Source: an optimization exercise on an open RTL-to-GDS flow (aim: small area, a short achievable clock period and few clock cycles per item). Production flows keep margins and buffers that such runs may drop. At most, simulation tests tie the RTL to the original design; equivalence was not proved. The RTL of run 3 was laid out without a check of its function.

==> flow/design.v (outline; a module is shown in full before it is edited, if it fits) <==
// module muldiv_unit: 146 lines
// module md_cneg: 18 lines
// module md_add: 58 lines
// module mul_array: 591 lines
// module ex_stage_muldiv: 112 lines
module ex_stage_muldiv
#(
  parameter int unsigned XLEN    = 32,
  parameter int unsigned MUL_LAT = 2
) (
  input  logic            clk,
  input  logic            rst_n,
  input  logic [3:0]      ALUCode_ex,
  input  logic            ALUSrcA_ex,
  input  logic [1:0]      ALUSrcB_ex,
  input  logic [XLEN-1:0] Imm_ex,
  input  logic [XLEN-1:0] PC_ex,
  input  logic [4:0]      rs1Addr_ex,
  input  logic [4:0]      rs2Addr_ex,
  input  logic [XLEN-1:0] rs1Data_ex,
  input  logic [XLEN-1:0] rs2Data_ex,
  input  logic [XLEN-1:0] ALUResult_mem,
  input  logic [4:0]      rdAddr_mem,
  input  logic            RegWrite_mem,
  input  logic [XLEN-1:0] RegWriteData_wb,
  input  logic [4:0]      rdAddr_wb,
  input  logic            RegWrite_wb,
  input  logic            MdValid_ex,
  input  logic [2:0]      MdOp_ex,
  input  logic            Flush_ex,
  output logic [XLEN-1:0] ALUResult_ex,
  output logic [XLEN-1:0] MemWriteData_ex,
  output logic [XLEN-1:0] ALU_A,
  output logic [XLEN-1:0] ALU_B,
  output logic            Stall_ex,
  output logic            MdBusy
);
  // ...
==> flow/flow/run.sh <==
#!/bin/bash
# The standard layout (standard.sh), except that the port buffers are plain buf_2 cells
# instead of the delay buffers buffer_ports picks by default (every port still gets a buffer),
# and that timing is not repaired again after global routing.
# make's full output goes to standard.log; ORFS's per-step logs stay under orfs/logs.
export BUFFER_PORTS_ARGS="-buffer_cell sky130_fd_sc_hd__buf_2"
export SKIP_INCREMENTAL_REPAIR=1
bash standard.sh > standard.log 2>&1
==> flow/standard.sh <==
#!/bin/bash
# synth_recipe.tcl (not shown) runs the flow's synth.tcl, then flattens the netlist and writes it again
# the make line also repeats each setting of config.mk as NAME=value (left out here)
make -C /OpenROAD-flow-scripts/flow DESIGN_CONFIG=/design/flow/config.mk WORK_HOME=/design/flow/orfs CLKGATE_MAP_FILE= SYNTH_SCRIPT=/design/flow/synth_recipe.tcl "${@:-finish}"
==> flow/config.mk <==
export PLATFORM = sky130hd
export DESIGN_NAME = ex_stage_muldiv
export DESIGN_NICKNAME = ex_stage_muldiv
export VERILOG_FILES = /design/flow/design.v
export SDC_FILE = /design/flow/constraint.sdc
export NUM_CORES = 4
export LEC_CHECK = 0
export ABC_AREA = 1
export CAP_MARGIN = 20
export CORE_MARGIN = 2
export CORE_UTILIZATION = 40
export SETUP_SLACK_MARGIN = 5
export SLEW_MARGIN = 20
export TNS_END_PERCENT = 0
==> flow/constraint.sdc <==
create_clock -name core_clock -period 16.0 [get_ports {clk}]
set_input_delay 3.2000 -clock core_clock [delete_from_list [all_inputs] [get_ports {clk}]]
set_output_delay 3.2000 -clock core_clock [all_outputs]
set_load 0.01 [all_outputs]
==> flow_metrics.py, run 1 <==
metrics = {
    "sta": {
        "finalSetupViolCount": 0,
        "final.setup.tns_ps": 0,
        "period_needed_ps": 11520,
        "drv_slew": 0,
    },
    "critical_path": {
        "start_kind": "input port",
        "reg2reg_from": "u_muldiv.st[1]$_DFFE_PN0P_",
        "r2r-end": "u_muldiv.rq[25]$_DFF_P_",
    },
    "placement": {
        "gp_congestion": 1.11,
    },
    "logic_synthesis": {
        "ys_async_sr_fraction": 0.0177,
        "synth_cell_types": 76,
        "synth.area.top_cells": "fa_1 16%, nand2_1 13%, xor2_1 8.5%",
        "synth_seq_cells": 113,
    },
    "global_route": {
        "grt.overflow.total": 0,
        "grt_max_degree": 66,
    },
    "clock_network": {
        "clock_latency_ps": 450,
        "clockBufferDepth": 2,
        "ctsResizeCount": 313,
    },
    "route": {
        "drc": 0,
        "dr_wl_met3_um": 24000,
        "first_pass_iters": 8,
        "drt_iter0_markers": 6411,
    },
    "layout": {
        "nClkBuffers": 18,
    },
    "die": {
        "die_w_um": 310,
    },
    "status": {
        "status": "no timing/DRC/antenna violations",
    },
}
Testbench counts, summed over its fixed seeds: cycles 25,297, instrs 12,000.
==> run 2: changes to the inputs <==
--- a/flow/config.mk
+++ b/flow/config.mk
@@ -7,8 +7,8 @@
 export LEC_CHECK = 0
 export ABC_AREA = 1
-export CAP_MARGIN = 20
+export CAP_MARGIN = 10
 export CORE_MARGIN = 2
 export CORE_UTILIZATION = 40
-export SETUP_SLACK_MARGIN = 5
-export SLEW_MARGIN = 20
+export SETUP_SLACK_MARGIN = 4
+export SLEW_MARGIN = 10
 export TNS_END_PERCENT = 0
==> run 2 against run 1 <==
Compared with the run above:
- now fails the layout checks on capacitance limit
- clock-buffer cell count up 1
- die area is the same
- hold slack got worse by 2.0 ps
- core utilization decreased by 2.2 points
- final cell count is 1.2% lower
- sequential share of layout area rose by 0.28 points
- non-clock buffer count is 86 lower
- routed wire length down 2.3%
- critical path type is now reg -> out
- critical endpoint is now ALUResult_ex[31]
- largest cell class unchanged
- highest routed layer unchanged
==> flow_metrics.py, run 2 <==
metrics = {
    "route": {
        "drtAntennaViolNets": 0,
        "vias": 43891,
        "wire_per_inst_um": 28.2,
        "drc": 0,
        "first_pass_iters": 6,
        "drt_iter0_markers": 6149,
        "vias_per_cell": 6.06,
        "drt-total-wl_um": 204000,
    },
    "layout": {
        "layout_common_cells": "1,324 x nand2_1, 758 x inv_1, 450 x o21ai_0",
        "final_common_cell": "nand2_1",
        "area_growth_pct": 11.3,
        "drive_gt1_frac": 0.130,
        "reg.largest.list": "u_muldiv.dq x32, u_muldiv.qq x32, u_muldiv.rq x32",
        "fin_nets": 6719,
        "n_fill_cell": 10006,
    },
    "logic_synthesis": {
        "syn-num-nets": 6504,
        "avgSynthCellArea_um2": 6.52,
        "ys_async_sr_fraction": 0.0177,
        "synth_top_area_share": 0.162,
        "seq_area_frac_synth": 0.0719,
        "synth_ff_type": "dfxtp_1",
        "synth_edf_count": 41,
        "synth_cell_types": 76,
        "synth.area.top_cells": "fa_1 16%, nand2_1 13%, xor2_1 8.5%",
        "mappedNetlistArea_um2": 37300,
        "synth_seq_cells": 113,
        "synth_largest_area_cell": "fa_1",
        "synthCells": 5729,
        "synth.most_common_cell": "nand2_1",
        "ys.warnings.count": 11,
        "synthTopCellsByCount": "1,331 x nand2_1, 758 x inv_1, 459 x o21ai_0, 363 x xor2_1, 310 x nand3_1",
    },
    "die": {
        "die_y_um": 310,
        "io_pins": 358,
        "initial_core_util": 0.402,
        "fp.dieArea_um2": 95800,
        "die_w_um": 310,
        "rows": 112,
        "core_um2": 92900,
    },
    "global_route": {
        "grt_util_met2": 0.613,
        "track_usage": 0.417,
        "grt_util_met1": 0.522,
        "top_usage_layer": "met2",
        "antenna_found_initial": 26,
        "grt_pass1_wl_um": 290000,
        "grt_max_degree": 66,
        "use_met3": 0.0950,
        "grt_pass1_vias": 40749,
        "grt.overflow.total": 0,
    },
    "clock_network": {
        "htree_levels": 4,
        "cts.sinks": 113,
        "clockBufferDepth": 2,
        "cts_root_buffer": "clkbuf_16",
        "cts.hold.buffers_added": 0,
        "path_clk_slew_ps": 60,
        "tritoncts": "built",
        "ctsResizeCount": 64,
        "clock_latency_ps": 440,
        "cts_setup_buffers": 6,
        "cts_inserted_buffers": 17,
    },
    "sta": {
        "hold_violations": 0,
        "worst_clock_skew_ps": 14.5,
        "period_share": 0.767,
        "period_needed_ps": 12280,
        "drv_slew": 6,
        "max_freq_mhz": 81.5,
        "whs_ps": 518,
        "finalSetupViolCount": 0,
        "final.setup.tns_ps": 0,
        "worst_slew_pin_slew_ps": 1560,
        "slew_headroom": -0.0443,
    },
    "placement": {
        "io_buffers": 357,
        "hpwl_um": 163000,
        "gp_congestion": 1.11,
    },
    "critical_path": {
        "slowest_stage": "inv_2",
        "arrival_ps": 9080,
        "cp_max_fo": 25,
        "cp.required_ps": 12800,
        "cp-end-kind": "output pin",
        "slowest_delay_ps": 610,
        "path_class": "reg -> out",
        "start_kind": "flop",
        "cp_common_cell": "nand2_1",
    },
    "job": {
        "maxCapViolCount": 1,
    },
    "status": {
        "status": "failed layout checks",
        "check.faults": "capacitance limit",
    },
    "hold_path": {
        "hold_path.class": "reg -> reg",
    },
}
==> run 2: worst paths after layout <==
kind,from,endpoint,slack (ps),depth (start not counted)
worst max-delay path,u_muldiv.st[1]$_DFFE_PN0P_,ALUResult_ex[31],3720,36
worst min-delay path,u_muldiv.pos[1]$_DFF_P_,u_muldiv.pos[1]$_DFF_P_,520,1
worst max register to register,u_muldiv.st[1]$_DFFE_PN0P_,u_muldiv.rq[25]$_DFF_P_,8250,29
worst min register to register,u_muldiv.pos[1]$_DFF_P_,u_muldiv.pos[1]$_DFF_P_,520,1
max in group asynchronous,rst_n,u_muldiv.st[1]$_DFFE_PN0P_,13220,1
min in group asynchronous,rst_n,u_muldiv.st[0]$_DFFE_PN0P_,2590,1
==> run 2: routing by layer <==
metal / vias to the layer above / share of wire
met3: 678 / 0.12
met2: 3087 / 0.41
met5: - / 0.00031
met1: 20680 / 0.37
met4: 10 / 0.096
li1: 19436 / -
==> run 2: worst max-delay path, delay by kind of cell (launching register included) <==
| family | cells | cell delay (ps) |
|---|---|---|
| adder cells (fa/ha/maj) | 6 | 2680 |
| AND/OR/NAND/NOR | 15 | 2100 |
| AO/OA/AOI/OAI | 10 | 1810 |
| buffers and inverters | 4 | 1230 |
| flip-flops | 1 | 460 |
| XOR/XNOR | 1 | 290 |
==> run 2: kinds of logic after synthesis <==
group / after synthesis / share of synthesized area
fa+ha+maj: 547 / 0.244
compound gates: 1380 / 0.222
buf+inv: 1166 / 0.121
mux: 11 / 0.00295
flops: 113 / 0.0719
simple gates: 2106 / 0.242
xor+xnor: 406 / 0.0958
==> run 2: through the flow <==
step                      instance area [um2]   util  std cells  setup WS (ps)
after global routing                    41500  0.447       7225           3120
after global placement                  40700  0.438       7171           3230
after detailed placement                40700  0.438       7171           3170
after floorplan                         37300      -       5729           5090
final                                   41500  0.447       7238           3720
after CTS                               41500  0.446       7211           3980
==> run 2: layout make-up <==
| class | count | area [um2] | area share |
|---|---|---|---|
| timing repair buffer | 526 | 3120 | 0.0750 |
| inverter | 834 | 3170 | 0.0762 |
| sequential | 113 | 2690 | 0.0648 |
| antenna | 27 | 67.6 | 0.00163 |
| clock buffer | 19 | 433 | 0.0104 |
| clock inverter | 13 | 114 | 0.00274 |
| tap | 1254 | 1570 | 0.0378 |
| multi-input combinational | 4452 | 30400 | 0.731 |
==> module muldiv_unit, before the edit <==
module muldiv_unit (
  input  logic        clk,
  input  logic        rst_n,
  input  logic        md_valid,
  input  logic [2:0]  md_op,
  input  logic        flush,
  input  logic [31:0] op_a,
  input  logic [31:0] op_b,
  output logic        stall,
  output logic        busy,
  output logic        done,      
  output logic        owns,      
  output logic [31:0] result     
);
  localparam logic [2:0] MD_MUL    = 3'd0;
  localparam logic [2:0] MD_MULH   = 3'd1;
  localparam logic [2:0] MD_MULHSU = 3'd2;
  localparam logic [2:0] MD_MULHU  = 3'd3;
  localparam logic [1:0] S_IDLE = 2'd0;
  localparam logic [1:0] S_M1   = 2'd1;   
  localparam logic [1:0] S_M2   = 2'd3;   
  localparam logic [1:0] S_DIV  = 2'd2;   
  function automatic [5:0] lzc32(input [31:0] x);
    integer i;
    begin
      lzc32 = 6'd32;
      for (i = 0; i < 32; i = i + 1) if (x[i]) lzc32 = 31 - i;
    end
  endfunction
  logic [1:0]  st;
  logic [31:0] rq, qq, dq;      
  logic        aq_hi;           
  logic        b15, p16;        
  logic        bx;              
  logic        mul_hi;          
  logic [5:0]  pos;             
  logic        op_rem, q_neg, r_neg, q_ones;
  logic        idle, start, is_div, d_q0, fast;
  assign idle   = (st == S_IDLE);
  assign start  = idle && md_valid;
  assign is_div = md_op[2];
  assign fast   = is_div && d_q0;     
  logic        a_sgn, b_sgn;
  logic [32:0] m_a;
  logic [16:0] m_b;
  logic [32:0] m_acc;
  logic        m_x;
  logic [48:0] cs_s, cs_c, m_out;
  logic        m_co;
  assign a_sgn = (md_op == MD_MULH) || (md_op == MD_MULHSU);
  assign b_sgn = (md_op == MD_MULH);
  assign m_a   = {aq_hi, dq};
  assign m_b   = {qq[15:0], b15 & st[1]};
  assign m_acc = st[1] ? {rq[31], rq, p16} : 33'd0;
  assign m_x   = st[1] & bx;
  mul_array u_arr (.m_a(m_a), .m_b(m_b), .m_acc(m_acc), .m_x(m_x), .cs_s(cs_s), .cs_c(cs_c));
  md_add #(49) u_cpa (.a(cs_s), .b(cs_c), .ci(1'b0), .s(m_out), .co(m_co));
  logic        d_sgn, d_sa, d_sb, d_bz;
  logic [31:0] d_ma, d_mb;
  logic [5:0]  d_za, d_zb;
  assign d_sgn = ~md_op[0];
  assign d_sa  = d_sgn & op_a[31];
  assign d_sb  = d_sgn & op_b[31];
  md_cneg u_nega (.x(op_a), .en(d_sa), .y(d_ma));
  md_cneg u_negb (.x(op_b), .en(d_sb), .y(d_mb));
  assign d_bz  = (op_b == 32'd0);
  assign d_za  = lzc32(d_ma);
  assign d_zb  = lzc32(d_mb);
  logic [31:0] d_ua, d_ub, d_ub_hi;
  assign d_ua = d_sa ? {op_a[30:0] ^ 31'h7fff_ffff, 1'b1} : op_a;
  assign d_ub = op_b ^ {32{d_sb}};
  always_comb begin
    d_ub_hi[31] = 1'b0;                        
    for (int i = 30; i >= 0; i--) d_ub_hi[i] = d_ub_hi[i+1] | d_ub[i+1];
  end
  assign d_q0  = ~|(d_ua & ~d_ub_hi) & (d_ub_hi[0] | d_ub[0] | d_sb);
  logic [4:0]  sh_amt;
  logic [31:0] d_al;
  assign sh_amt = d_zb[4:0] - d_za[4:0];
  assign d_al   = d_mb << sh_amt;
  logic [31:0] t1, t2, r1, rn, qn, d2;
  logic        c1, c2, ge1, ge2, two, last, pos_neg;
  logic [5:0]  pos_nx;
  assign pos_neg = pos[5];
  assign two  = ~pos_neg & (pos != 6'd0);
  assign last = pos_neg | (pos[4:1] == 4'd0);
  md_add #(32) u_sub1 (.a(rq), .b(~dq), .ci(1'b1), .s(t1), .co(c1));
  assign ge1  = c1 & ~pos_neg;
  assign r1   = ge1 ? t1 : rq;
  assign d2   = {1'b0, dq[31:1]};
  md_add #(32) u_sub2 (.a(r1), .b(~d2), .ci(1'b1), .s(t2), .co(c2));
  assign ge2  = c2 & two;
  assign rn   = ge2 ? t2 : r1;
  assign qn   = two ? {qq[29:0], ge1, ge2} : {qq[30:0], ge1};
  assign pos_nx = pos - 6'd2;
  logic [31:0] mul_res, div_val, div_res;
  assign mul_res = mul_hi ? m_out[47:16] : {m_out[15:0], qq[31:16]};
  assign div_val = op_rem ? rn : qn;
  md_cneg u_negr (.x(div_val), .en(op_rem ? r_neg : q_neg), .y(div_res));
  assign done   = (start && fast) || (st == S_M2) || (st == S_DIV && last);
  assign owns   = ~idle | md_valid;
  assign result = idle ? (op_a & {32{md_valid & fast & md_op[1]}}) :
                  st[0] ? mul_res : (div_res | {32{q_ones}});       
  assign stall  = rst_n && !flush && ((start && !fast) || (st == S_M1) || (st == S_DIV && !last));
  assign busy   = (st == S_M1) || (st == S_DIV && !last);
  always_ff @(posedge clk or negedge rst_n) begin
    if (!rst_n) begin
      st <= S_IDLE;
    end else if (flush) begin
      st <= S_IDLE;
    end else begin
      case (st)
        S_IDLE:  if (md_valid && !fast) st <= is_div ? S_DIV : S_M1;
        S_M1:    st <= S_M2;
        S_DIV:   if (last) st <= S_IDLE;
        default: st <= S_IDLE;
      endcase
    end
  end
  always_ff @(posedge clk) begin
    rq  <= st[1] ? rn : (st[0] ? m_out[48:17] : d_ma);
    qq  <= st[1] ? qn : (st[0] ? {m_out[15:0], qq[31:16]} : (op_b & {32{~is_div}}));
    p16 <= m_out[16];
    pos <= idle ? ((d_bz || d_za > d_zb) ? 6'h3f : {1'b0, sh_amt}) : pos_nx;
  end
  always_ff @(posedge clk) begin
    if (start) begin
      if (is_div) begin
        dq     <= d_al;
        op_rem <= md_op[1];
        q_neg  <= d_sa ^ d_sb;
        r_neg  <= d_sa;
        q_ones <= d_bz & ~md_op[1];
      end else begin
        dq     <= op_a;
        aq_hi  <= a_sgn & op_a[31];
        b15    <= op_b[15];
        bx     <= ~b_sgn & op_b[31];
        mul_hi <= (md_op != MD_MUL);
        q_ones <= 1'b0;
      end
    end else if (st == S_DIV) begin
      dq  <= {2'b0, dq[31:2]};
    end
  end
endmodule
==> run 3: changes to the inputs <==
--- a/flow/design.v
+++ b/flow/design.v
@@ -33,4 +33,5 @@
   logic        b15, p16;        
   logic        bx;              
+  logic        b15n, bxn;       
   logic        mul_hi;          
   logic [5:0]  pos;             
@@ -51,7 +52,7 @@
   assign b_sgn = (md_op == MD_MULH);
   assign m_a   = {aq_hi, dq};
-  assign m_b   = {qq[15:0], b15 & st[1]};
-  assign m_acc = st[1] ? {rq[31], rq, p16} : 33'd0;
-  assign m_x   = st[1] & bx;
+  assign m_b   = {qq[15:0], b15};
+  assign m_acc = {rq[31], rq, p16};
+  assign m_x   = bx;
   mul_array u_arr (.m_a(m_a), .m_b(m_b), .m_acc(m_acc), .m_x(m_x), .cs_s(cs_s), .cs_c(cs_c));
   md_add #(49) u_cpa (.a(cs_s), .b(cs_c), .ci(1'b0), .s(m_out), .co(m_co));
@@ -119,7 +120,7 @@
   end
   always_ff @(posedge clk) begin
-    rq  <= st[1] ? rn : (st[0] ? m_out[48:17] : d_ma);
+    rq  <= st[1] ? rn : (st[0] ? m_out[48:17] : (d_ma & {32{is_div}}));
     qq  <= st[1] ? qn : (st[0] ? {m_out[15:0], qq[31:16]} : (op_b & {32{~is_div}}));
-    p16 <= m_out[16];
+    p16 <= st[0] & m_out[16];
     pos <= idle ? ((d_bz || d_za > d_zb) ? 6'h3f : {1'b0, sh_amt}) : pos_nx;
   end
@@ -135,6 +136,8 @@
         dq     <= op_a;
         aq_hi  <= a_sgn & op_a[31];
-        b15    <= op_b[15];
-        bx     <= ~b_sgn & op_b[31];
+        b15n   <= op_b[15];
+        bxn    <= ~b_sgn & op_b[31];
+        b15    <= 1'b0;
+        bx     <= 1'b0;
         mul_hi <= (md_op != MD_MUL);
         q_ones <= 1'b0;
@@ -142,4 +145,7 @@
     end else if (st == S_DIV) begin
       dq  <= {2'b0, dq[31:2]};
+    end else if (st == S_M1) begin
+      b15 <= b15n;
+      bx  <= bxn;
     end
   end
==> flow/flow/run.sh (replaced) <==
#!/bin/bash
# The standard layout (standard.sh), except that the port buffers are plain buf_2 cells
# instead of the delay buffers buffer_ports picks by default. Every port still gets a buffer.
# make's full output goes to standard.log; ORFS's per-step logs stay under orfs/logs.
export BUFFER_PORTS_ARGS="-buffer_cell sky130_fd_sc_hd__buf_2"
bash standard.sh > standard.log 2>&1
--- a/flow/config.mk
+++ b/flow/config.mk
@@ -7,8 +7,8 @@
 export LEC_CHECK = 0
 export ABC_AREA = 1
-export CAP_MARGIN = 10
+export CAP_MARGIN = 20
 export CORE_MARGIN = 2
 export CORE_UTILIZATION = 40
-export SETUP_SLACK_MARGIN = 4
-export SLEW_MARGIN = 10
+export SETUP_SLACK_MARGIN = 5
+export SLEW_MARGIN = 20
 export TNS_END_PERCENT = 0
==> run 3 against run 2 <==
Compared with the run above:
- now clean on timing, DRC and antenna
- die area down 0.68%
- largest cell class unchanged
- final cell count up 1.3%
- flip-flop and latch count up 2
- critical path type unchanged
- core utilization up 5.5 points
- synthesized cell count decreased by 1.9%
- synthesized area shrank 0.69%
==> flow_metrics.py, run 3 <==
metrics = {
    "route": {
        "vias": 44963,
        "drc": 0,
        "drt-total-wl_um": 214000,
        "drt_iter0_markers": 6326,
        "first_pass_iters": 6,
        "vias_per_cell": 6.13,
        "wire_per_inst_um": 29.2,
        "drtAntennaViolNets": 0,
    },
    "clock_network": {
        "clockBufferDepth": 2,
        "cts_inserted_buffers": 17,
        "cts_root_buffer": "clkbuf_16",
        "path_clk_slew_ps": 70,
        "clock_latency_ps": 460,
        "tritoncts": "built",
        "htree_levels": 4,
        "cts.sinks": 115,
    },
    "sta": {
        "period_share": 0.707,
        "finalSetupViolCount": 0,
        "period_needed_ps": 11320,
        "worst_clock_skew_ps": 20.1,
        "slew_headroom": 0.245,
        "whs_ps": 551,
        "drv_slew": 0,
        "layout_setup_ws_ps": 4680,
        "worst_slew_pin_slew_ps": 1130,
        "max_freq_mhz": 88.3,
        "final.setup.tns_ps": 0,
        "rsz0062_at_grt": "yes",
        "hold_violations": 0,
    },
    "logic_synthesis": {
        "ys.warnings.count": 11,
        "synthTopCellsByCount": "1,256 x nand2_1, 745 x inv_1, 484 x o21ai_0, 357 x xor2_1, 303 x fa_1",
        "synthCells": 5622,
        "ys_async_sr_fraction": 0.0174,
        "synth_compound_gate_area_share": 0.230,
        "synth_ff_type": "dfxtp_1",
        "synth_mux_area_frac": 0.00516,
        "synthAdderAreaFrac": 0.246,
        "mappedNetlistArea_um2": 37100,
        "synth.area.top_cells": "fa_1 16%, nand2_1 13%, xor2_1 8.4%",
        "seq_area_frac_synth": 0.0740,
        "synth_seq_cells": 115,
        "synth_largest_area_cell": "fa_1",
        "synth_top_area_share": 0.164,
        "synth_edf_count": 43,
        "syn-num-nets": 6397,
        "synthSimpleGateAreaFrac": 0.228,
        "avgSynthCellArea_um2": 6.59,
        "synth_top_family_by_area": "adder cells",
        "synth.most_common_cell": "nand2_1",
        "yosys.area_share.xor_xnor": 0.0963,
        "synth_cell_types": 79,
    },
    "global_route": {
        "grt_pass1_wl_um": 297000,
        "grt_util_met1": 0.569,
        "grt_pass1_vias": 41161,
        "grt_max_degree": 70,
        "use_met3": 0.0843,
        "grt_util_met2": 0.640,
        "antenna_found_initial": 22,
        "track_usage": 0.434,
        "grt.overflow.total": 0,
        "top_usage_layer": "met2",
    },
    "critical_path": {
        "r2r-end": "u_muldiv.rq[29]$_DFF_P_",
        "r2r_cells": 33,
        "cp.depth": 30,
        "path_class": "reg -> out",
        "worstSetupEndpoint": "ALUResult_ex[9]",
        "cp_top_family": "adder cells",
        "cp.required_ps": 12800,
        "slowest_delay_ps": 770,
        "arrival_ps": 8120,
        "reg2reg_from": "u_muldiv.qq[15]$_DFF_P_",
        "start_kind": "flop",
        "worst-path-buf-inv": 6,
        "slowest_stage": "o21ai_0",
        "cp_common_cell": "fa_1",
        "cp-end-kind": "output pin",
        "r2r_setup_slack_ps": 9000,
        "cp_max_fo": 32,
        "startpoint": "u_muldiv.qq[15]$_DFF_P_",
    },
    "die": {
        "core_um2": 91800,
        "fp.dieArea_um2": 95100,
        "die_w_um": 308,
        "die_y_um": 308,
        "io_pins": 358,
        "initial_core_util": 0.404,
        "rows": 111,
    },
    "layout": {
        "n_fill_cell": 9327,
        "layout_common_cells": "1,212 x nand2_1, 721 x inv_1, 412 x o21ai_0",
        "fin_nets": 6835,
        "area_growth_pct": 24.2,
        "drive_gt1_frac": 0.213,
        "reg.largest.list": "u_muldiv.dq x32, u_muldiv.qq x32, u_muldiv.rq x32",
        "fin_util": 0.502,
        "final_common_cell": "nand2_1",
    },
    "job": {
        "maxCapViolCount": 0,
    },
    "placement": {
        "io_buffers": 357,
        "gp_congestion": 1.09,
        "dp_slack_ps": 2890,
        "hpwl_um": 163000,
    },
    "status": {
        "status": "no timing/DRC/antenna violations",
    },
    "hold_path": {
        "hold_path.class": "reg -> reg",
    },
}
-- run 3: cell count changes after synthesis, moves of 14 or more --
cell / delta
buf_1: -14
o21ai_1: +24
nand2_1: -75
nand3_1: -65
nand4_1: +15
o21ai_0: +25
-- run 3: timing repair --
| action | in CTS | in global routing |
|---|---|---|
| endpoints found under the setup margin | 63 | 65 |
| hold buffers | 0 | 0 |
| pin swaps | 137 | 138 |
| gates cloned | 31 | 5 |
| gates resized for setup | 456 | 222 |
| setup buffers | 134 | 62 |
-- run 3: logic make-up after synthesis --
| family | after synthesis |
|---|---|
| mux | 19 |
| buf+inv | 1145 |
| compound gates | 1426 |
| simple gates | 1965 |
| xor+xnor | 405 |
| fa+ha+maj | 547 |
| flops | 115 |
-- run 3: area by class of cell --
| type | instances | area [um2] | area share |
|---|---|---|---|
| diodes | 16 | 40.0 | 0.000869 |
| clock buffers | 18 | 450 | 0.00978 |
| clock inverters | 14 | 141 | 0.00307 |
| inverters | 819 | 3230 | 0.0700 |
| multi-input cells | 4374 | 32100 | 0.698 |
| flip-flops and latches | 115 | 2770 | 0.0600 |
| well taps | 1243 | 1560 | 0.0338 |
| repair buffers | 729 | 5700 | 0.124 |
| repair inverters | 4 | 33.8 | 0.000734 |
-- run 3: how the worst min path moves through the flow --
stage                            startpoint                        end  slack (ps)  depth (start not counted)
global placement     u_muldiv.bxn$_DFFE_PP_  u_muldiv.bx$_SDFFCE_PP0P_         520                          2
CTS                 u_muldiv.qq[16]$_DFF_P_     u_muldiv.qq[0]$_DFF_P_         550                          2
finish              u_muldiv.qq[31]$_DFF_P_    u_muldiv.qq[15]$_DFF_P_         550                          2
global route        u_muldiv.qq[16]$_DFF_P_     u_muldiv.qq[0]$_DFF_P_         580                          2
floorplan           u_muldiv.qq[26]$_DFF_P_    u_muldiv.qq[10]$_DFF_P_         470                          2
detailed placement  u_muldiv.qq[26]$_DFF_P_    u_muldiv.qq[10]$_DFF_P_         540                          2
-- run 3: worst min-delay path, delay by kind of cell, from the launching register on --
family / cells / cell delay [ps]
buf+inv: 1 / 70
compound gates: 1 / 120
flops: 1 / 300
-- run 3: per-stage QoR --
stage / cell area (um2) / std cells
final: 46100 / 7332
after CTS: 44600 / 7249
after global placement: 40300 / 7052
after global routing: 46000 / 7326
after floorplan: 37100 / 5622
after detailed placement: 40300 / 7052
-- run 3: layer usage --
layer  vias up  share of wire
met3       757           0.12
met5         -        0.00039
met2      3323           0.41
li1      19607              -
met1     21262           0.38
met4        14          0.091
==> run 4: changes to the inputs <==
--- a/flow/design.v
+++ b/flow/design.v
@@ -33,6 +33,6 @@
   logic        b15, p16;        
   logic        bx;              
-  logic        b15n, bxn;       
   logic        mul_hi;          
+  logic        m_short;         
   logic [5:0]  pos;             
   logic        op_rem, q_neg, r_neg, q_ones;
@@ -49,10 +49,19 @@
   logic [48:0] cs_s, cs_c, m_out;
   logic        m_co;
-  assign a_sgn = (md_op == MD_MULH) || (md_op == MD_MULHSU);
-  assign b_sgn = (md_op == MD_MULH);
+  assign a_sgn = (md_op != MD_MULHU);
+  assign b_sgn = ~md_op[1];
+  logic [32:0] a_ext, b_ext, mc_ext, mp_ext;
+  logic        a_fit, b_fit, swap;
+  assign a_ext  = {a_sgn & op_a[31], op_a};
+  assign b_ext  = {b_sgn & op_b[31], op_b};
+  assign a_fit  = (&a_ext[32:15]) | ~(|a_ext[32:15]);
+  assign b_fit  = (&b_ext[32:15]) | ~(|b_ext[32:15]);
+  assign swap   = a_fit & ~b_fit;
+  assign mc_ext = swap ? b_ext : a_ext;      
+  assign mp_ext = swap ? a_ext : b_ext;      
   assign m_a   = {aq_hi, dq};
-  assign m_b   = {qq[15:0], b15};
-  assign m_acc = {rq[31], rq, p16};
-  assign m_x   = bx;
+  assign m_b   = {qq[15:0], b15 & st[1]};
+  assign m_acc = st[1] ? {rq[31], rq, p16} : 33'd0;
+  assign m_x   = st[1] & bx;
   mul_array u_arr (.m_a(m_a), .m_b(m_b), .m_acc(m_acc), .m_x(m_x), .cs_s(cs_s), .cs_c(cs_c));
   md_add #(49) u_cpa (.a(cs_s), .b(cs_c), .ci(1'b0), .s(m_out), .co(m_co));
@@ -96,13 +105,21 @@
   assign pos_nx = pos - 6'd2;
   logic [31:0] mul_res, div_val, div_res;
-  assign mul_res = mul_hi ? m_out[47:16] : {m_out[15:0], qq[31:16]};
+  always_comb begin
+    case ({st[1], mul_hi})
+      2'b00:   mul_res = m_out[31:0];                           
+      2'b01:   mul_res = {{15{m_out[48]}}, m_out[48:32]};       
+      2'b10:   mul_res = {m_out[15:0], qq[31:16]};              
+      default: mul_res = m_out[47:16];                          
+    endcase
+  end
   assign div_val = op_rem ? rn : qn;
   md_cneg u_negr (.x(div_val), .en(op_rem ? r_neg : q_neg), .y(div_res));
-  assign done   = (start && fast) || (st == S_M2) || (st == S_DIV && last);
+  assign done   = (start && fast) || (st == S_M1 && m_short) || (st == S_M2) || (st == S_DIV && last);
   assign owns   = ~idle | md_valid;
   assign result = idle ? (op_a & {32{md_valid & fast & md_op[1]}}) :
                   st[0] ? mul_res : (div_res | {32{q_ones}});       
-  assign stall  = rst_n && !flush && ((start && !fast) || (st == S_M1) || (st == S_DIV && !last));
-  assign busy   = (st == S_M1) || (st == S_DIV && !last);
+  assign stall  = rst_n && !flush && ((start && !fast) || (st == S_M1 && !m_short) ||
+                                      (st == S_DIV && !last));
+  assign busy   = (st == S_M1 && !m_short) || (st == S_DIV && !last);
   always_ff @(posedge clk or negedge rst_n) begin
     if (!rst_n) begin
@@ -113,5 +130,5 @@
       case (st)
         S_IDLE:  if (md_valid && !fast) st <= is_div ? S_DIV : S_M1;
-        S_M1:    st <= S_M2;
+        S_M1:    st <= m_short ? S_IDLE : S_M2;
         S_DIV:   if (last) st <= S_IDLE;
         default: st <= S_IDLE;
@@ -120,7 +137,7 @@
   end
   always_ff @(posedge clk) begin
-    rq  <= st[1] ? rn : (st[0] ? m_out[48:17] : (d_ma & {32{is_div}}));
-    qq  <= st[1] ? qn : (st[0] ? {m_out[15:0], qq[31:16]} : (op_b & {32{~is_div}}));
-    p16 <= st[0] & m_out[16];
+    rq  <= st[1] ? rn : (st[0] ? m_out[48:17] : d_ma);
+    qq  <= st[1] ? qn : (st[0] ? {m_out[15:0], qq[31:16]} : (mp_ext[31:0] & {32{~is_div}}));
+    p16 <= m_out[16];
     pos <= idle ? ((d_bz || d_za > d_zb) ? 6'h3f : {1'b0, sh_amt}) : pos_nx;
   end
@@ -134,18 +151,14 @@
         q_ones <= d_bz & ~md_op[1];
       end else begin
-        dq     <= op_a;
-        aq_hi  <= a_sgn & op_a[31];
-        b15n   <= op_b[15];
-        bxn    <= ~b_sgn & op_b[31];
-        b15    <= 1'b0;
-        bx     <= 1'b0;
+        dq     <= mc_ext[31:0];
+        aq_hi  <= mc_ext[32];
+        b15    <= mp_ext[15];
+        bx     <= ~mp_ext[32] & mp_ext[31];
         mul_hi <= (md_op != MD_MUL);
+        m_short <= a_fit | b_fit;
         q_ones <= 1'b0;
       end
     end else if (st == S_DIV) begin
       dq  <= {2'b0, dq[31:2]};
-    end else if (st == S_M1) begin
-      b15 <= b15n;
-      bx  <= bxn;
     end
   end
==> flow/flow/run.sh (replaced) <==
#!/bin/bash
# The standard layout (standard.sh), except that the port buffers are plain buf_2 cells
# instead of the delay buffers buffer_ports picks by default (every port still gets a buffer),
# and that timing is not repaired again after global routing.
# make's full output goes to standard.log; ORFS's per-step logs stay under orfs/logs.
export BUFFER_PORTS_ARGS="-buffer_cell sky130_fd_sc_hd__buf_2"
export SKIP_INCREMENTAL_REPAIR=1
bash standard.sh > standard.log 2>&1
--- a/flow/config.mk
+++ b/flow/config.mk
@@ -10,5 +10,5 @@
 export CORE_MARGIN = 2
 export CORE_UTILIZATION = 40
-export SETUP_SLACK_MARGIN = 5
+export SETUP_SLACK_MARGIN = 4
 export SLEW_MARGIN = 20
 export TNS_END_PERCENT = 0
==> run 4 against run 3 <==
Compared with the run above:
- largest cell class unchanged
- core utilization decreased by 5.4 points
- still clean
- fmax decreased by 9.1%
- synthesized area increased by 3.7%
- non-clock buffer count decreased by 203
==> flow_metrics.py, run 4 <==
metrics = {
    "status": {
        "status": "no timing/DRC/antenna violations",
    },
    "route": {
        "drtAntennaViolNets": 0,
        "first_pass_iters": 7,
        "drc": 0,
        "wire_per_inst_um": 28.9,
        "vias": 45112,
        "drt-total-wl_um": 212000,
        "drt_iter0_markers": 6115,
        "vias_per_cell": 6.14,
    },
    "clock_network": {
        "clock_latency_ps": 450,
        "tritoncts": "built",
        "cts_root_buffer": "clkbuf_16",
        "htree_levels": 4,
        "cts_inserted_buffers": 17,
        "cts.sinks": 114,
        "clockBufferDepth": 2,
        "cts_setup_buffers": 9,
        "ctsResizeCount": 37,
        "path_clk_slew_ps": 60,
        "cts.hold.buffers_added": 0,
    },
    "layout": {
        "layout_common_cells": "1,309 x nand2_1, 751 x inv_1, 439 x o21ai_0",
        "area_growth_pct": 10.7,
        "drive_gt1_frac": 0.136,
        "fin_nets": 6823,
        "fin_area_um2": 42600,
        "reg.largest.list": "u_muldiv.dq x32, u_muldiv.qq x32, u_muldiv.rq x32",
        "final_common_cell": "nand2_1",
        "n_fill_cell": 10177,
    },
    "logic_synthesis": {
        "ys_async_sr_fraction": 0.0175,
        "seq_area_frac_synth": 0.0705,
        "synth_cell_types": 84,
        "synthTopCellsByCount": "1,316 x nand2_1, 752 x inv_1, 441 x o21ai_0, 361 x xor2_1, 303 x fa_1",
        "avgSynthCellArea_um2": 6.58,
        "synth_top_area_share": 0.158,
        "synth.area.top_cells": "fa_1 16%, nand2_1 13%, xor2_1 8.2%",
        "synth.most_common_cell": "nand2_1",
        "syn-num-nets": 6616,
        "synth_edf_count": 42,
        "synth_largest_area_cell": "fa_1",
        "synth_ff_type": "dfxtp_1",
        "mappedNetlistArea_um2": 38500,
        "synth_seq_cells": 114,
        "synthCells": 5841,
        "ys.warnings.count": 11,
    },
    "global_route": {
        "track_usage": 0.420,
        "grt_max_degree": 85,
        "antenna_found_initial": 26,
        "grt_pass1_wl_um": 303000,
        "grt_pass1_vias": 42243,
        "grt.overflow.total": 0,
    },
    "critical_path": {
        "r2r-end": "u_muldiv.rq[22]$_DFF_P_",
        "startpoint": "rs2Addr_ex[0]",
        "cp-end-kind": "output pin",
        "r2r_setup_slack_ps": 8390,
        "r2r_cells": 29,
        "arrival_ps": 9250,
        "start_kind": "input port",
        "path_class": "in -> out",
        "cp_max_fo": 63,
        "cp.required_ps": 12800,
        "reg2reg_from": "u_muldiv.qq[1]$_DFF_P_",
    },
    "sta": {
        "period_needed_ps": 12450,
        "worst_clock_skew_ps": 13.9,
        "max_freq_mhz": 80.3,
        "drv_slew": 0,
        "worst_slew_pin_slew_ps": 1400,
        "finalSetupViolCount": 0,
        "layout_setup_ws_ps": 3550,
        "hold_violations": 0,
        "period_share": 0.778,
        "slew_headroom": 0.0551,
        "final.setup.tns_ps": 0,
    },
    "die": {
        "rows": 113,
        "fp.dieArea_um2": 98600,
        "die_y_um": 314,
        "core_um2": 95200,
        "die_w_um": 314,
        "initial_core_util": 0.404,
        "io_pins": 358,
    },
    "placement": {
        "hpwl_um": 169000,
        "place_area_um2": 41700,
        "io_buffers": 357,
        "dp_slack_ps": 2830,
        "gp_congestion": 1.08,
    },
    "hold_path": {
        "hold_path.class": "reg -> reg",
        "whs_path_depth": 1,
        "hold_end": "u_muldiv.pos[1]$_DFF_P_",
        "min_from": "u_muldiv.pos[1]$_DFF_P_",
    },
    "job": {
        "maxCapViolCount": 0,
    },
}
## run 4: cell types whose count changed in the layout (fill, tap and decap cells not counted), moves of 27 or more
cell and change:
a21oi_1 +58, buf_12 -33, buf_4 -123, buf_6 -34, inv_1 +30, nand2_1 +97, nand3_1 +27, o21ai_0 +27
o21ai_1 +45, o21ai_2 -31, o21ai_4 -28, o22ai_1 +31
## run 4: area by class of cell
class,instances,area (um2),share of cell area
multi-input combinational,4545,31400,0.737
inverter,843,3200,0.0752
timing repair buffer,526,3060,0.0720
sequential,114,2720,0.0640
tap,1265,1580,0.0372
clock buffer,18,450,0.0106
clock inverter,14,130,0.00306
antenna,20,50.0,0.00118
timing repair inverter,1,5.00,0.000118
## run 4: worst max-delay path, cell delays in order
cell and delay, ps:
buf_2 120, xnor2_1 150, nand2_1 100, nor3_2 170, nand2_2 70, buf_6 260
o21ai_2 920, o22ai_1 660, xor2_1 310, ha_1 370, inv_1 70, nor3_1 390
nand2_1 100, o211ai_1 170, a21oi_1 110, nand2_1 210, nand3_1 100, nand2_1 130
a31oi_2 130, o21ai_0 350, nand3_1 120, nand2_1 130, nand2_1 60, nand3_1 80
nand2_1 110, nor2_1 150, nand3_1 230, buf_2 250
## run 4: worst max-delay path by stage
stage,end,slack (ps),cells past startpoint
global route,ALUResult_ex[25],3120,44
finish,ALUResult_ex[30],3550,28
detailed placement,ALUResult_ex[15],2830,36
CTS,ALUResult_ex[10],3860,34
global placement,ALUResult_ex[2],2980,32
floorplan,ALUResult_ex[30],5400,31
## run 4: per-stage QoR
stage	hold slack, ps	util	instances
floorplan	449	-	5841
finish	495	0.447	7346
global placement	473	0.438	7281
detailed placement	475	0.438	7281
global route	495	0.447	7335
CTS	483	0.447	7326
## run 4: kinds of logic (layout without fill, tap and decap cells)
| logic type | after synthesis | count (layout) | synth area share |
|---|---|---|---|
| flip-flops | 114 | 114 | 0.0705 |
| AO/OA/AOI/OAI | 1529 | 1529 | 0.242 |
| adder cells (fa/ha/maj) | 547 | 547 | 0.237 |
| AND/OR/NAND/NOR | 2044 | 2047 | 0.232 |
| multiplexers | 13 | 13 | 0.00338 |
| XOR/XNOR | 409 | 409 | 0.0947 |
| other | 0 | 20 | 0 |
| buffers and inverters | 1185 | 1402 | 0.120 |
## run 4: per-layer routing
metal,global-route usage,wire length (um),vias up
met5,0,161,-
met4,0.305,17600,17
met3,0.0934,23300,662
met2,0.621,88500,3064
met1,0.539,82500,21376
li1,-,-,19993
Testbench counts of run 4, summed over its fixed seeds: cycles 23,621, instrs 12,000.
==> run 5: changes to the inputs <==
==> flow/flow/run.sh (replaced) <==
#!/bin/bash
# The standard layout (standard.sh), except that the port buffers are plain buf_2 cells
# instead of the delay buffers buffer_ports picks by default. Every port still gets a buffer.
# make's full output goes to standard.log; ORFS's per-step logs stay under orfs/logs.
export BUFFER_PORTS_ARGS="-buffer_cell sky130_fd_sc_hd__buf_2"
bash standard.sh > standard.log 2>&1
--- a/flow/config.mk
+++ b/flow/config.mk
@@ -10,5 +10,5 @@
 export CORE_MARGIN = 2
 export CORE_UTILIZATION = 40
-export SETUP_SLACK_MARGIN = 4
+export SETUP_SLACK_MARGIN = 5
 export SLEW_MARGIN = 20
 export TNS_END_PERCENT = 0
==> run 5 against run 4 <==
Compared with the run above:
- via count grew 4.0%
- non-clock buffer count up 206
- clock skew shrank 2.3 ps
- flip-flop and latch count stayed put
- worst setup slack better by 1200 ps
- core utilization up 4.8 points
- global-route usage up 2.0 points
- fmax increased by 11%
- critical endpoint is now ALUResult_ex[1]
==> flow_metrics.py, run 5 <==
metrics = {
    "status": {
        "status": "no timing/DRC/antenna violations",
    },
    "route": {
        "drc": 0,
        "vias_per_cell": 6.20,
        "wire_per_inst_um": 29.7,
        "drt_iter0_markers": 6473,
        "first_pass_iters": 9,
        "drtAntennaViolNets": 0,
        "drt-total-wl_um": 225000,
        "vias": 46894,
    },
    "job": {
        "maxCapViolCount": 0,
    },
    "die": {
        "rows": 113,
        "fp.dieArea_um2": 98600,
        "io_pins": 358,
        "initial_core_util": 0.404,
        "core_um2": 95200,
        "die_w_um": 314,
        "die_y_um": 314,
    },
    "hold_path": {
        "min_from": "u_muldiv.pos[1]$_DFF_P_",
        "hold_path.class": "reg -> reg",
    },
    "sta": {
        "hold_violations": 0,
        "slew_headroom": 0.192,
        "worst_slew_pin_slew_ps": 1210,
        "period_needed_ps": 11220,
        "worst_clock_skew_ps": 11.6,
        "drv_slew": 0,
        "rsz0062_at_grt": "yes",
        "whs_ps": 493,
        "finalSetupViolCount": 0,
        "final.setup.tns_ps": 0,
        "period_share": 0.701,
        "max_freq_mhz": 89.1,
    },
    "critical_path": {
        "path_class": "reg -> out",
        "cp_max_fo": 7,
        "startpoint": "u_muldiv.st[1]$_DFFE_PN0P_",
        "reg2reg_from": "u_muldiv.st[1]$_DFFE_PN0P_",
        "cp-end-kind": "output pin",
        "slowest_stage": "fa_1",
        "cp_common_cell": "fa_1",
        "cp.required_ps": 12800,
        "arrival_ps": 8020,
        "start_kind": "flop",
        "slowest_delay_ps": 600,
    },
    "placement": {
        "hpwl_um": 169000,
        "io_buffers": 357,
        "place_area_um2": 41700,
        "dpl.cell_count": 7281,
        "gp_congestion": 1.08,
    },
    "global_route": {
        "track_usage": 0.441,
        "grt.overflow.total": 0,
        "grt_max_degree": 85,
        "antenna_found_initial": 27,
        "grt_pass1_vias": 44093,
        "grt_pass1_wl_um": 316000,
    },
    "clock_network": {
        "cts.hold.buffers_added": 0,
        "cts_root_buffer": "clkbuf_16",
        "cts_inserted_buffers": 17,
        "path_clk_slew_ps": 70,
        "htree_levels": 4,
        "tritoncts": "built",
        "clockBufferDepth": 2,
        "cts.sinks": 114,
        "clock_latency_ps": 450,
    },
    "logic_synthesis": {
        "synth.most_common_cell": "nand2_1",
        "ys.warnings.count": 11,
        "syn-num-nets": 6616,
        "avgSynthCellArea_um2": 6.58,
        "ys_async_sr_fraction": 0.0175,
        "synth_seq_cells": 114,
        "synth_edf_count": 42,
        "seq_area_frac_synth": 0.0705,
        "mappedNetlistArea_um2": 38500,
        "synth_largest_area_cell": "fa_1",
        "synthCells": 5841,
        "synth_top_area_share": 0.158,
        "synth_ff_type": "dfxtp_1",
        "synthTopCellsByCount": "1,316 x nand2_1, 752 x inv_1, 441 x o21ai_0, 361 x xor2_1, 303 x fa_1",
        "synth_cell_types": 84,
        "synth.area.top_cells": "fa_1 16%, nand2_1 13%, xor2_1 8.2%",
    },
    "layout": {
        "final_common_cell": "nand2_1",
        "drive_gt1_frac": 0.216,
        "fin_area_um2": 47100,
        "reg.largest.list": "u_muldiv.dq x32, u_muldiv.qq x32, u_muldiv.rq x32",
        "fin_cells": 7564,
        "n_fill_cell": 9736,
        "layout_common_cells": "1,265 x nand2_1, 726 x inv_1, 401 x o21ai_0",
        "fin_util": 0.495,
        "area_growth_pct": 22.6,
        "fin_nets": 7044,
    },
}
## run 5: worst max-delay path: cells and delay by family (launching register included)
kind            cells  cell delay (ps)
xor+xnor            2              470
compound gates      9             1830
buf+inv             4              510
flops               1              430
simple gates        7             1080
fa+ha+maj           7             3200
## run 5: logic make-up (layout without fill, tap and decap cells)
family / count (synthesis) / in the layout / synth area share
AOI/OAI and AO/OA: 1529 / 1529 / 0.242
and+or+nand+nor: 2044 / 2057 / 0.232
xor gates and xnor gates: 409 / 409 / 0.0947
buffers and inverters: 1185 / 1613 / 0.120
DFF: 114 / 114 / 0.0705
adders and majority gates: 547 / 547 / 0.237
muxes: 13 / 13 / 0.00338
other: 0 / 17 / 0
## run 5: cell type report
class / instances / area [um2] / area share
multi-input cells: 4555 / 33400 / 0.708
repair buffers: 732 / 5510 / 0.117
inverters: 843 / 3280 / 0.0697
flip-flops and latches: 114 / 2730 / 0.0580
well taps: 1265 / 1580 / 0.0336
clock buffers: 18 / 450 / 0.00955
clock inverters: 14 / 130 / 0.00276
repair inverters: 6 / 56.3 / 0.00119
diodes: 17 / 42.5 / 0.000902
## run 5: timing repair
action	4_1_cts	5_1_grt
resized for setup	352	238
pin swaps	121	120
setup buffers	145	56
gates cloned	28	5
endpoints found under the hold margin	0	0
endpoints found under the setup margin	33	43
## run 5: per-layer routing
layer | wire length (um) | GRT usage | share of wire | vias to the layer above
met2 | 92700 | 0.648 | 0.41 | 3579
li1 | - | - | - | 20426
met1 | 82100 | 0.545 | 0.36 | 21945
met5 | 156 | 0 | 0.00069 | -
met4 | 22300 | 0.353 | 0.099 | 20
met3 | 27700 | 0.113 | 0.12 | 924
## run 5: stage by stage
stage | setup WS (ps)
floorplan | 5400
global placement | 2980
detailed placement | 2830
CTS | 4880
global route | 4630
finish | 4780
## run 5: final timing paths
| path | cells after the start | endpoint | slack [ps] |
|---|---|---|---|
| worst max-delay path | 29 | ALUResult_ex[1] | 4780 |
| worst min-delay path | 1 | u_muldiv.pos[1]$_DFF_P_ | 490 |
| worst max register to register | 27 | u_muldiv.rq[22]$_DFF_P_ | 9170 |
| worst min register to register | 1 | u_muldiv.pos[1]$_DFF_P_ | 490 |
| max in group asynchronous | 1 | u_muldiv.st[1]$_DFFE_PN0P_ | 13190 |
| min in group asynchronous | 1 | u_muldiv.st[0]$_DFFE_PN0P_ | 2600 |
==> run 6: changes to the inputs <==
--- a/flow/config.mk
+++ b/flow/config.mk
@@ -10,5 +10,5 @@
 export CORE_MARGIN = 2
 export CORE_UTILIZATION = 40
-export SETUP_SLACK_MARGIN = 5
+export SETUP_SLACK_MARGIN = 3.5
 export SLEW_MARGIN = 20
 export TNS_END_PERCENT = 0
==> run 6 against run 5 <==
Compared with the run above:
- synthesized cell count stayed put
- worst setup slack worse by 1000 ps
- clock-buffer cell count stayed put
- fmax is 8.6% lower
- sequential share of layout area is 0.58 points higher
- flip-flop and latch count stayed put
- first-iteration DRC count is 3.9% lower
- hold slack better by 3.3 ps
==> flow_metrics.py, run 6 <==
metrics = {
    "die": {
        "initial_core_util": 0.404,
        "io_pins": 358,
        "core_um2": 95200,
        "fp.dieArea_um2": 98600,
        "die_w_um": 314,
        "rows": 113,
        "die_y_um": 314,
    },
    "sta": {
        "hold_violations": 0,
        "finalSetupViolCount": 0,
        "worst_slew_pin_slew_ps": 1210,
        "worst_clock_skew_ps": 13.4,
        "slew_headroom": 0.192,
        "layout_setup_ws_ps": 3730,
        "drv_slew": 0,
        "period_share": 0.767,
        "final.setup.tns_ps": 0,
        "period_needed_ps": 12270,
        "rsz0062_at_grt": "yes",
        "max_freq_mhz": 81.5,
    },
    "route": {
        "vias_per_cell": 6.15,
        "vias": 45160,
        "drt-total-wl_um": 213000,
        "drtAntennaViolNets": 0,
        "wire_per_inst_um": 28.9,
        "drc": 0,
        "drt_iter0_markers": 6219,
        "first_pass_iters": 6,
    },
    "logic_synthesis": {
        "avgSynthCellArea_um2": 6.58,
        "synthTopCellsByCount": "1,316 x nand2_1, 752 x inv_1, 441 x o21ai_0, 361 x xor2_1, 303 x fa_1",
        "synth_top_area_share": 0.158,
        "ys.warnings.count": 11,
        "synth_cell_types": 84,
        "synth.area.top_cells": "fa_1 16%, nand2_1 13%, xor2_1 8.2%",
        "synth_top_family_by_area": "compound AO/OA/AOI/OAI gates",
        "synthSimpleGateAreaFrac": 0.232,
        "seq_area_frac_synth": 0.0705,
        "yosys.area_share.xor_xnor": 0.0947,
        "synth_seq_cells": 114,
        "syn-num-nets": 6616,
        "synth.most_common_cell": "nand2_1",
        "synth_mux_area_frac": 0.00338,
        "mappedNetlistArea_um2": 38500,
        "synthCells": 5841,
        "synth_ff_type": "dfxtp_1",
        "synthAdderAreaFrac": 0.237,
        "ys_async_sr_fraction": 0.0175,
        "synth_edf_count": 42,
        "synth_largest_area_cell": "fa_1",
        "synth_compound_gate_area_share": 0.242,
    },
    "critical_path": {
        "arrival_ps": 9070,
        "slowest_delay_ps": 460,
        "cp_common_cell": "nand2_1",
        "cp.required_ps": 12800,
        "cp_top_family": "simple AND/OR/NAND/NOR gates",
        "start_kind": "input port",
        "worst-path-buf-inv": 5,
        "startpoint": "rdAddr_wb[3]",
        "cp-end-kind": "output pin",
        "path_class": "in -> out",
        "cp_max_fo": 44,
        "slowest_stage": "ha_1",
        "reg2reg_from": "u_muldiv.qq[5]$_DFF_P_",
    },
    "layout": {
        "fin_nets": 6831,
        "layout_common_cells": "1,309 x nand2_1, 750 x inv_1, 436 x o21ai_0",
        "area_growth_pct": 11.0,
        "multi_input_area_um2": 31400,
        "n_fill_cell": 10156,
        "drive_gt1_frac": 0.138,
        "reg.largest.list": "u_muldiv.dq x32, u_muldiv.qq x32, u_muldiv.rq x32",
        "fin_util": 0.449,
        "final_common_cell": "nand2_1",
        "regArea_um2": 2720,
    },
    "clock_network": {
        "tritoncts": "built",
        "cts.sinks": 114,
        "path_clk_slew_ps": 60,
        "cts_inserted_buffers": 17,
        "clockBufferDepth": 2,
        "clock_latency_ps": 450,
        "cts.hold.buffers_added": 0,
        "cts_root_buffer": "clkbuf_16",
        "htree_levels": 4,
    },
    "status": {
        "status": "no timing/DRC/antenna violations",
    },
    "global_route": {
        "top_usage_layer": "met2",
        "track_usage": 0.419,
        "use_met3": 0.0872,
        "grt_util_met2": 0.621,
        "grt_max_degree": 85,
        "grt.overflow.total": 0,
        "grt_pass1_vias": 42135,
        "grt_util_met1": 0.542,
        "antenna_found_initial": 26,
        "grt_pass1_wl_um": 302000,
    },
    "hold_path": {
        "hold_path.class": "reg -> reg",
        "min_from": "u_muldiv.pos[1]$_DFF_P_",
    },
    "placement": {
        "hpwl_um": 169000,
        "dp_slack_ps": 2830,
        "gp_congestion": 1.08,
        "io_buffers": 357,
    },
    "job": {
        "maxCapViolCount": 0,
    },
}
-- run 6: changes by cell type in the layout (fill, tap and decap cells not counted), moves of 24 or more --
cell / previous run / this run
o22ai_1: 274 / 298
ha_1: 213 / 244
buf_4: 293 / 168
fa_1: 269 / 303
fa_2: 34 / 0
nand2_2: 58 / 29
buf_12: 35 / 2
inv_1: 726 / 750
o21ai_0: 401 / 436
ha_4: 26 / 0
nand2_1: 1265 / 1309
-- run 6: logic make-up after synthesis --
logic type,count (synthesis)
mux,13
compound gates,1529
flops,114
simple gates,2044
buf+inv,1185
fa+ha+maj,547
xor+xnor,409
-- run 6: final timing paths --
path	end	slack [ps]	cells after the start
setup / recovery	ALUResult_ex[30]	3730	29
hold / removal	u_muldiv.pos[1]$_DFF_P_	500	1
setup reg to reg	u_muldiv.rq[29]$_DFF_P_	8520	29
hold reg to reg	u_muldiv.pos[1]$_DFF_P_	500	1
max in group asynchronous	u_muldiv.st[1]$_DFFE_PN0P_	13180	1
min in group asynchronous	u_muldiv.st[0]$_DFFE_PN0P_	2610	1
-- run 6: final cells by class --
type,count,share of cell area
multi-input cells,4545,0.735
inverters,843,0.0751
repair buffers,534,0.0743
flip-flops and latches,114,0.0638
well taps,1265,0.0371
clock buffers,18,0.0105
clock inverters,14,0.00305
diodes,15,0.000879
repair inverters,1,0.000117
-- run 6: layer usage --
layer / share of wire / wire length, um
met5: 0.00060 / 127
met2: 0.42 / 88900
met3: 0.11 / 24100
met4: 0.084 / 17900
met1: 0.38 / 81500
-- run 6: what timing repair did --
action / in CTS / in global routing
pin swaps: 0 / 6
setup endpoints to repair: 32 / 32
gates resized for setup: 17 / 40
gates cloned: 1 / 3
setup buffers: 2 / 15
hold endpoints to repair: 0 / 0
-- run 6: through the flow --
step | hold WS [ps] | instance area, um2 | std cells
2_1_floorplan | 449 | 38500 | 5841
3_3_place_gp | 473 | 41700 | 7281
3_5_place_dp | 475 | 41700 | 7281
4_1_cts | 483 | 42300 | 7316
5_1_grt | 495 | 42700 | 7341
6_report | 496 | 42700 | 7349
==> run 7: changes to the inputs <==
--- a/flow/config.mk
+++ b/flow/config.mk
@@ -10,5 +10,6 @@
 export CORE_MARGIN = 2
 export CORE_UTILIZATION = 40
-export SETUP_SLACK_MARGIN = 3.5
+export PLACE_DENSITY = 0.7
+export SETUP_SLACK_MARGIN = 4
 export SLEW_MARGIN = 20
 export TNS_END_PERCENT = 0
==> run 7 against run 6 <==
Compared with the run above:
- routed wire length is 0.93% lower
- synthesized cell count unchanged
==> flow_metrics.py, run 7 <==
metrics = {
    "critical_path": {
        "r2r_setup_slack_ps": 8630,
        "cp.required_ps": 12800,
        "r2r_cells": 31,
        "path_class": "in -> out",
        "cp_max_fo": 32,
        "startpoint": "rs2Addr_ex[1]",
        "arrival_ps": 8830,
        "cp-end-kind": "output pin",
        "start_kind": "input port",
        "reg2reg_from": "u_muldiv.st[1]$_DFFE_PN0P_",
        "r2r-end": "u_muldiv.rq[29]$_DFF_P_",
    },
    "die": {
        "rows": 113,
        "die_w_um": 314,
        "fp.dieArea_um2": 98600,
        "die_y_um": 314,
        "initial_core_util": 0.404,
        "io_pins": 358,
        "core_um2": 95200,
    },
    "logic_synthesis": {
        "synthCells": 5841,
        "syn-num-nets": 6616,
        "synth.area.top_cells": "fa_1 16%, nand2_1 13%, xor2_1 8.2%",
        "synth.most_common_cell": "nand2_1",
        "ys_async_sr_fraction": 0.0175,
        "synth_top_area_share": 0.158,
        "synth_edf_count": 42,
        "synthTopCellsByCount": "1,316 x nand2_1, 752 x inv_1, 441 x o21ai_0, 361 x xor2_1, 303 x fa_1",
        "ys.warnings.count": 11,
        "seq_area_frac_synth": 0.0705,
        "mappedNetlistArea_um2": 38500,
        "synth_largest_area_cell": "fa_1",
        "avgSynthCellArea_um2": 6.58,
        "synth_cell_types": 84,
        "synth_ff_type": "dfxtp_1",
        "synth_seq_cells": 114,
    },
    "sta": {
        "worst_slew_pin_slew_ps": 1170,
        "period_needed_ps": 12030,
        "period_share": 0.752,
        "slew_headroom": 0.221,
        "rsz0062_at_grt": "yes",
        "final.setup.tns_ps": 0,
        "drv_slew": 0,
        "hold_violations": 0,
        "worst_clock_skew_ps": 14.6,
        "finalSetupViolCount": 0,
        "max_freq_mhz": 83.1,
    },
    "layout": {
        "area_growth_pct": 12.9,
        "fin_nets": 6856,
        "reg.largest.list": "u_muldiv.dq x32, u_muldiv.qq x32, u_muldiv.rq x32",
        "fin_area_um2": 43400,
        "drive_gt1_frac": 0.146,
        "n_fill_cell": 9983,
        "layout_common_cells": "1,308 x nand2_1, 748 x inv_1, 430 x o21ai_0",
        "final_common_cell": "nand2_1",
    },
    "global_route": {
        "grt.overflow.total": 0,
        "grt_pass1_wl_um": 297000,
        "grt_pass1_vias": 42041,
        "grt_max_degree": 74,
        "track_usage": 0.410,
        "antenna_found_initial": 22,
    },
    "clock_network": {
        "cts_inserted_buffers": 17,
        "clock_latency_ps": 440,
        "cts.hold.buffers_added": 0,
        "path_clk_slew_ps": 60,
        "tritoncts": "built",
        "htree_levels": 4,
        "clockBufferDepth": 2,
        "cts.sinks": 114,
        "cts_root_buffer": "clkbuf_16",
    },
    "hold_path": {
        "whs_path_depth": 1,
        "hold_end": "u_muldiv.pos[1]$_DFF_P_",
        "min_from": "u_muldiv.pos[1]$_DFF_P_",
        "hold_path.class": "reg -> reg",
    },
    "placement": {
        "gp_congestion": 1.11,
        "place_area_um2": 41600,
        "io_buffers": 357,
        "hpwl_um": 164000,
    },
    "job": {
        "maxCapViolCount": 0,
    },
    "route": {
        "drt-total-wl_um": 211000,
        "wire_per_inst_um": 28.6,
        "drt_iter0_markers": 7524,
        "drc": 0,
        "vias": 46253,
        "first_pass_iters": 6,
        "vias_per_cell": 6.27,
        "drtAntennaViolNets": 0,
    },
    "status": {
        "status": "no timing/DRC/antenna violations",
    },
}
[run 7: cell types whose count changed in the layout (fill, tap and decap cells not counted), sizes merged]
cell / previous run / this run
buf: 534 / 548
clkbuf: 18 / 26
inv: 808 / 800
clkinvlp: 3 / 9
nand2: 1358 / 1361
bufinv: 0 / 2
[run 7: kinds of logic (layout without fill, tap and decap cells)]
| family | count (synthesis) | in the layout | synth area share |
|---|---|---|---|
| simple gates | 2044 | 2050 | 0.232 |
| mux | 13 | 13 | 0.00338 |
| fa+ha+maj | 547 | 547 | 0.237 |
| compound gates | 1529 | 1529 | 0.242 |
| xor+xnor | 409 | 409 | 0.0947 |
| buf+inv | 1185 | 1432 | 0.120 |
| other cells | 0 | 15 | 0 |
| flops | 114 | 114 | 0.0705 |
[run 7: per-layer routing]
metal	up-vias	wire [um]	global-route usage
li1	20010	-	-
met5	-	82	0
met2	3789	85000	0.588
met3	878	29400	0.108
met4	14	19800	0.300
met1	21562	76400	0.527
[run 7: worst max-delay path by stage]
stage                       end  cells past startpoint  slack, ps
6_report       ALUResult_ex[31]                     26       3970
5_1_grt        ALUResult_ex[14]                     38       3900
4_1_cts        ALUResult_ex[14]                     39       3920
3_5_place_dp   ALUResult_ex[11]                     35       2790
3_3_place_gp   ALUResult_ex[30]                     36       2970
2_1_floorplan  ALUResult_ex[30]                     31       5400
[run 7: repair_timing]
| item | 4_1_cts | 5_1_grt |
|---|---|---|
| gates cloned | 4 | 9 |
| gates resized for setup | 44 | 98 |
| setup buffers | 4 | 32 |
| setup endpoints to repair | 32 | 36 |
| pin swaps | 4 | 14 |
[run 7: critical path, cell delays in order]
cell and delay (ps):
buf_2 110, xnor2_1 160, nand2_1 90, nor3_2 170, nand2_2 190, buf_12 230, o21ai_2 800, o22ai_1 570
xor2_1 290, ha_1 400, nand2_1 100, nor4_1 250, nand3_1 120, nand2_1 230, nand4_1 130, nand2_1 130
a21oi_1 110, o31ai_1 360, nand2_1 100, nand2_1 90, xor2_1 80, nand2_1 60, nand2_1 110, nor2_1 230
nand4_1 260, buf_2 220
[run 7: final cells by class]
type,instances,area [um2],area share
multi-input cells,4548,31700,0.730
repair buffers,554,3490,0.0805
inverters,843,3230,0.0744
flip-flops and latches,114,2730,0.0628
well taps,1265,1580,0.0365
clock buffers,20,489,0.0113
clock inverters,12,141,0.00326
diodes,15,37.5,0.000865
repair inverters,3,18.8,0.000432
[run 7: per-stage QoR]
step | util | instances | hold slack, ps | setup WS [ps]
floorplan | - | 5841 | 449 | 5400
global placement | 0.438 | 7275 | 472 | 2970
detailed placement | 0.438 | 7275 | 487 | 2790
CTS | 0.447 | 7315 | 502 | 3920
global route | 0.456 | 7365 | 559 | 3900
finish | 0.456 | 7374 | 500 | 3970

==> re-timing with driven ports <==
In the flow no input, the clock included, has a driving cell. The finished layouts below were timed again as built, in two steps. Step 1 sets driving cells, clkbuf_16 on the clock port and buf_2 on the other inputs (assumed; they add their load-dependent delay and slew). Step 2, shift: input delay + t, output delay - t, t = (earliest + latest rising clock arrival at the registers) / 2. This alone moves slack from input paths to output paths. Three values: no drivers, after step 1, after step 2; two values: the first two.
run | shift t [ns] | slack for setup (ns) | hold WS [ns] | slew at the worst register clock pin (ns) | pins driven straight from the clock port
run 1 | 0.495 | 4.482 / 4.464 / 4.464 | 0.520 / 0.520 / 0.520 | 0.07 / 0.07 | 1
run 2 | 0.487 | 3.724 / 3.671 / 3.738 | 0.518 / 0.518 / 0.518 | 0.06 / 0.06 | 1
run 3 | 0.503 | 4.681 / 4.629 / 4.698 | 0.551 / 0.551 / 0.551 | 0.08 / 0.08 | 1
run 4 | 0.502 | 3.546 / 3.511 / 3.524 | 0.495 / 0.495 / 0.495 | 0.07 / 0.07 | 1
run 5 | 0.514 | 4.778 / 4.712 / 4.755 | 0.493 / 0.493 / 0.493 | 0.07 / 0.07 | 1
run 6 | 0.500 | 3.728 / 3.706 / 3.706 | 0.496 / 0.496 / 0.496 | 0.07 / 0.07 | 1
run 7 | 0.491 | 3.970 / 3.945 / 3.945 | 0.500 / 0.500 / 0.500 | 0.07 / 0.07 | 1
The setup slack of run 7, which loses most, moves by -0.025 ns with the drivers and by -0.025 ns with both steps.
